Context: an optimization exercise on an open-source flow, tuned for small area, a short achievable clock period and few clock cycles. The choices shown serve that exercise and are no tape-out recipe.
RTL that was checked went through simulation tests only; none was proved equivalent to the original.
Power figures rest on the tool's default switching activity, not on a simulated workload.

==> 05-15 <==
## cobs_crc_frame_receiver_core
module cobs_crc_frame_receiver_core (
  input  logic       clk,
  input  logic       rst,
  input  logic       s_axis_tvalid,
  output logic       s_axis_tready,
  input  logic [7:0] s_axis_tdata,   
  input  logic [0:0] s_axis_tuser,   
  output logic       m_axis_tvalid,
  input  logic       m_axis_tready,
  output logic [7:0] m_axis_tdata,   
  output logic [7:0] m_axis_tuser,   
  output logic       m_axis_tlast
);
  logic       rdy_q;
  logic       acc;
  logic       in_v;
  logic       in_r;
  logic [7:0] in_b;
  logic       in_z;
  logic       in_one;
  logic [7:0] in_b_n;
  logic       sk_v;
  logic       sk_r;
  logic [7:0] sk_b;
  logic       hold;
  logic       proc;
  logic       in_v_n;
  logic       sk_v_n;
  assign s_axis_tready = rdy_q;
  assign acc  = s_axis_tvalid && rdy_q;
  assign proc = in_v && !hold;
  always_comb begin
    in_v_n = in_v;
    sk_v_n = sk_v;
    if (proc || !in_v) begin
      in_v_n = sk_v || acc;
      sk_v_n = sk_v && acc;
    end else if (acc) begin
      sk_v_n = 1'b1;
    end
  end
  assign in_b_n = sk_v ? sk_b : s_axis_tdata;
  always_ff @(posedge clk) begin
    if (rst) begin
      in_v  <= 1'b0;
      sk_v  <= 1'b0;
      rdy_q <= 1'b1;
    end else begin
      in_v  <= in_v_n;
      sk_v  <= sk_v_n;
      rdy_q <= !(in_v_n && sk_v_n);
    end
    if (proc || !in_v) begin
      in_b   <= in_b_n;
      in_z   <= (in_b_n == 8'd0);
      in_one <= (in_b_n == 8'd1);
      in_r   <= sk_v ? sk_r : s_axis_tuser[0];
    end
    if (!sk_v || proc) begin
      sk_b <= s_axis_tdata;
      sk_r <= s_axis_tuser[0];
    end
  end
  logic       wr_ok;
  logic       wr_en;
  logic       wr_start;
  logic [7:0] wr_data;
  logic       commit;
  logic       drop;
  logic       doom;
  logic       push;
  logic [6:0] desc;
  logic       q_full;
  ccfr_ctrl u_ctrl (
    .clk       (clk),
    .rst       (rst),
    .in_v      (in_v),
    .wr_ok     (wr_ok),
  ...
==> module cobs_crc_frame_receiver_core, before the edit <==
module cobs_crc_frame_receiver_core (
  input  logic       clk,
  input  logic       rst,
  input  logic       s_axis_tvalid,
  output logic       s_axis_tready,
  input  logic [7:0] s_axis_tdata,   
  input  logic [0:0] s_axis_tuser,   
  output logic       m_axis_tvalid,
  input  logic       m_axis_tready,
  output logic [7:0] m_axis_tdata,   
  output logic [7:0] m_axis_tuser,   
  output logic       m_axis_tlast
);
  logic       rdy_q;
  logic       acc;
  logic       in_v;
  logic       in_r;
  logic [7:0] in_b;
  logic       in_z;
  logic       in_one;
  logic [7:0] in_b_n;
  logic       sk_v;
  logic       sk_r;
  logic [7:0] sk_b;
  logic       hold;
  logic       proc;
  logic       in_v_n;
  logic       sk_v_n;
  assign s_axis_tready = rdy_q;
  assign acc  = s_axis_tvalid && rdy_q;
  assign proc = in_v && !hold;
  always_comb begin
    in_v_n = in_v;
    sk_v_n = sk_v;
    if (proc || !in_v) begin
      in_v_n = sk_v || acc;
      sk_v_n = sk_v && acc;
    end else if (acc) begin
      sk_v_n = 1'b1;
    end
  end
  assign in_b_n = sk_v ? sk_b : s_axis_tdata;
  always_ff @(posedge clk) begin
    if (rst) begin
      in_v  <= 1'b0;
      sk_v  <= 1'b0;
      rdy_q <= 1'b1;
    end else begin
      in_v  <= in_v_n;
      sk_v  <= sk_v_n;
      rdy_q <= !(in_v_n && sk_v_n);
    end
    if (proc || !in_v) begin
      in_b   <= in_b_n;
      in_z   <= (in_b_n == 8'd0);
      in_one <= (in_b_n == 8'd1);
      in_r   <= sk_v ? sk_r : s_axis_tuser[0];
    end
    if (!sk_v || proc) begin
      sk_b <= s_axis_tdata;
      sk_r <= s_axis_tuser[0];
    end
  end
  logic       wr_ok;
  logic       wr_en;
  logic       wr_start;
  logic [7:0] wr_data;
  logic       commit;
  logic       drop;
  logic       doom;
  logic       push;
  logic [6:0] desc;
  logic       q_full;
  ccfr_ctrl u_ctrl (
    .clk       (clk),
    .rst       (rst),
    .in_v      (in_v),
    .wr_ok     (wr_ok),
    .q_full    (q_full),
    .hold      (hold),
    .in_r      (in_r),
    .in_b      (in_b),
    .in_z      (in_z),
    .in_one    (in_one),
    .wr_en     (wr_en),
    .wr_start  (wr_start),
    .wr_data   (wr_data),
    .commit    (commit),
    .drop      (drop),
    .doom      (doom),
    .push      (push),
    .desc      (desc)
  );
  localparam int N = 66;
  logic [6:0] ph;        
  logic [6:0] ph_n;      
  logic [6:0] head;      
  logic [6:0] fs;        
  logic       fw;        
  logic [7:0] rd_data;
  function automatic logic [6:0] inc(input logic [6:0] a);
    inc = (a == 7'(N - 1)) ? 7'd0 : a + 7'd1;
  endfunction
  assign ph_n = inc(ph);
  ccfr_ram #(.WIDTH(8), .DEPTH(N)) u_ram (
    .clk   (clk),
    .we    (wr_en),
    .wdata (wr_data),
    .rdata (rd_data)
  );
  logic [13:0] dq0, dq1;
  logic [1:0]  dcnt;
  logic        pop;
  always_ff @(posedge clk) begin
    if (rst) begin
      dcnt <= 2'd0;
    end else begin
      dcnt <= dcnt + {1'b0, push} - {1'b0, pop};
    end
    if (pop) begin
      dq0 <= (push && dcnt == 2'd1) ? {fs, desc} : dq1;
    end else if (push && dcnt == 2'd0) begin
      dq0 <= {fs, desc};
    end
    if (push && (dcnt == (pop ? 2'd2 : 2'd1))) dq1 <= {fs, desc};
  end
  assign q_full = dcnt[1];
  logic       adv;
  logic       oact;      
  logic [6:0] rs;        
  logic [5:0] orem;      
  logic       g0, g1;
  logic       start_frame;
  logic       emit;
  assign g0          = (dcnt != 2'd0) && (dq0[3:0] == 4'd0);
  assign g1          = dcnt[1] && (dq1[3:0] == 4'd0);
  assign adv         = !m_axis_tvalid || m_axis_tready;
  assign start_frame = adv && !oact && g0 && (dq0[13:7] == ph_n);
  assign emit        = adv && oact && (rs == ph_n);
  assign pop         = adv && !oact && (dcnt != 2'd0) && (!g0 || (dq0[13:7] == ph_n));
  always_ff @(posedge clk) begin
    if (rst) begin
      m_axis_tvalid <= 1'b0;
      oact          <= 1'b0;
    end else if (adv) begin
      m_axis_tvalid <= pop || emit;
      if (start_frame) oact <= 1'b1;
      else if (emit && orem == 6'd1) oact <= 1'b0;
    end
  end
  always_ff @(posedge clk) begin
    if (emit) begin
      m_axis_tdata <= rd_data;
      m_axis_tlast <= (orem == 6'd1);
      orem         <= orem - 6'd1;
      rs           <= inc(rs);
    end else if (start_frame) begin
      m_axis_tdata <= rd_data;
      m_axis_tuser <= {1'b1, dq0[6:4], 4'd0};
      m_axis_tlast <= 1'b0;
      orem         <= ccfr_pkg::kind_len_m1(dq0[6:4]);
      rs           <= inc(ph_n);
    end else if (pop) begin
      m_axis_tdata <= 8'd0;
      m_axis_tuser <= {1'b0, dq0[6:0]};
      m_axis_tlast <= 1'b1;
    end
  end
  logic live;
  logic full;
  logic sync_w;
  assign live   = oact || g0 || g1 || fw;
  assign full   = (oact && (rs == ph)) || (g0 && (dq0[13:7] == ph)) || (g1 && (dq1[13:7] == ph));
  assign sync_w = (ph == head) && !full;
  assign wr_ok  = sync_w || (wr_start && !live);
  always_ff @(posedge clk) begin
    if (rst) begin
      ph   <= '0;
      head <= '0;
      fw   <= 1'b0;
    end else begin
      ph <= ph_n;
      if (drop || commit || doom) fw <= 1'b0;
      else if (wr_en)     fw <= 1'b1;
      if (wr_en || ((!fw || drop || commit || doom) && (sync_w || !live))) head <= ph_n;
    end
    if (wr_en && wr_start) fs <= ph;
  end
endmodule
clock: 8.0 ns
lec_check: 0
cap_margin: 20
core_margin: 2
core_utilization: 40
cts_buf_list: sky130_fd_sc_hd__clkbuf_8
cts_cluster_diameter: 55
cts_cluster_size: 18
setup_slack_margin: 5
slew_margin: 20
run.sh (not shown) runs the stock make flow with config.mk's settings and CLKGATE_MAP_FILE= SYNTH_SCRIPT=/design/flow/synth_recipe.tcl, a recipe that flattens the netlist after the stock synthesis.
==> 03-18: changes against 05-15 <==
--- a/flow/design.v
+++ b/flow/design.v
@@ -443,5 +443,5 @@
       m_axis_tlast <= (orem == 6'd1);
       orem         <= orem - 6'd1;
-      rs           <= inc(rs);
+      rs           <= inc(ph_n);
     end else if (start_frame) begin
       m_axis_tdata <= rd_data;
--- a/flow/config.mk
+++ b/flow/config.mk
@@ -10,6 +10,6 @@
 export CORE_UTILIZATION = 40
 export CTS_BUF_LIST = sky130_fd_sc_hd__clkbuf_8
-export CTS_CLUSTER_DIAMETER = 55
-export CTS_CLUSTER_SIZE = 18
+export CTS_CLUSTER_DIAMETER = 50
+export CTS_CLUSTER_SIZE = 15
 export SETUP_SLACK_MARGIN = 5
 export SLEW_MARGIN = 20
==> key figures <==
Synthesis
  • Synth area leaders: dfxtp_1, edfxtp_1, xnor2_1

Placed design
  • HPWL Detailed: 23650 um

Cells and area
  • Fill cell count: 4557
  • Layout Utilization: 0.4749
  • Area Overhead vs Synth: 17.26%

Floorplan
  • Starting Density: 0.4050

Routing
  • Via count: 11990

Run status
  • Status: complete, no violations

Power and ir drop
  • Gate power share: 0.087
The numbers above come from 03-18.

==> key figures <==
Routing
  • Via count: 11850

Global routing
  • M1 GR Usage: 0.2077

Run status
  • Status: complete, no violations

Placed design
  • HPWL Detailed: 24700 um

Cells and area
  • Fin cells: 2415
  • Fill cell count: 4622
  • Layout Utilization: 0.4642
  • Area Overhead vs Synth: 14.46%

STA
  • RSZ-0062 raised after global routing: yes
  • Sum Neg Setup Slack: 0 ns

Power and ir drop
  • Gate power share: 0.068

Synthesis
  • Seq cells post-synth: 690
  • Synth area leaders: dfxtp_1, edfxtp_1, xnor2_1

Floorplan
  • Starting Density: 0.4056
The numbers above come from 05-15.

Testbench counts of 05-15, summed over its fixed seeds: cycles 15,433.
The RTL of 03-18 was laid out without a check of its function.

==> static timing again, ports no longer ideal <==
The flow's constraints put no driver on any port. The routed layouts listed below were extracted and timed again, unchanged, in two steps.
Step 1: set_driving_cell puts a clkbuf_16 on clk and a buf_2 on each other input, an assumption about the parent block.
Step 2 adds t to the input delays and takes it off the output delays; t is the mean of the earliest and latest rising clock arrival at the registers after step 1. Input paths then give back, and output paths get back, about the clock's delay inside the block.
Slacks: ideal / step 1 / step 2; pairs: ideal / step 1.
run | t (ns) | setup slack, ns | worst hold slack (ns) | slew at the worst register clock pin (ns)
05-15 | 0.665 | 4.936 / 4.936 / 4.432 | 0.318 / 0.318 / 0.318 | 0.12 / 0.12
03-18 | 0.738 | 4.773 / 4.773 / 4.271 | 0.297 / 0.297 / 0.297 | 0.10 / 0.10
After both steps every run listed still meets setup and hold. For 05-15, which loses most, drivers alone change the setup slack by 0.000 ns; drivers and shift together by -0.504 ns.
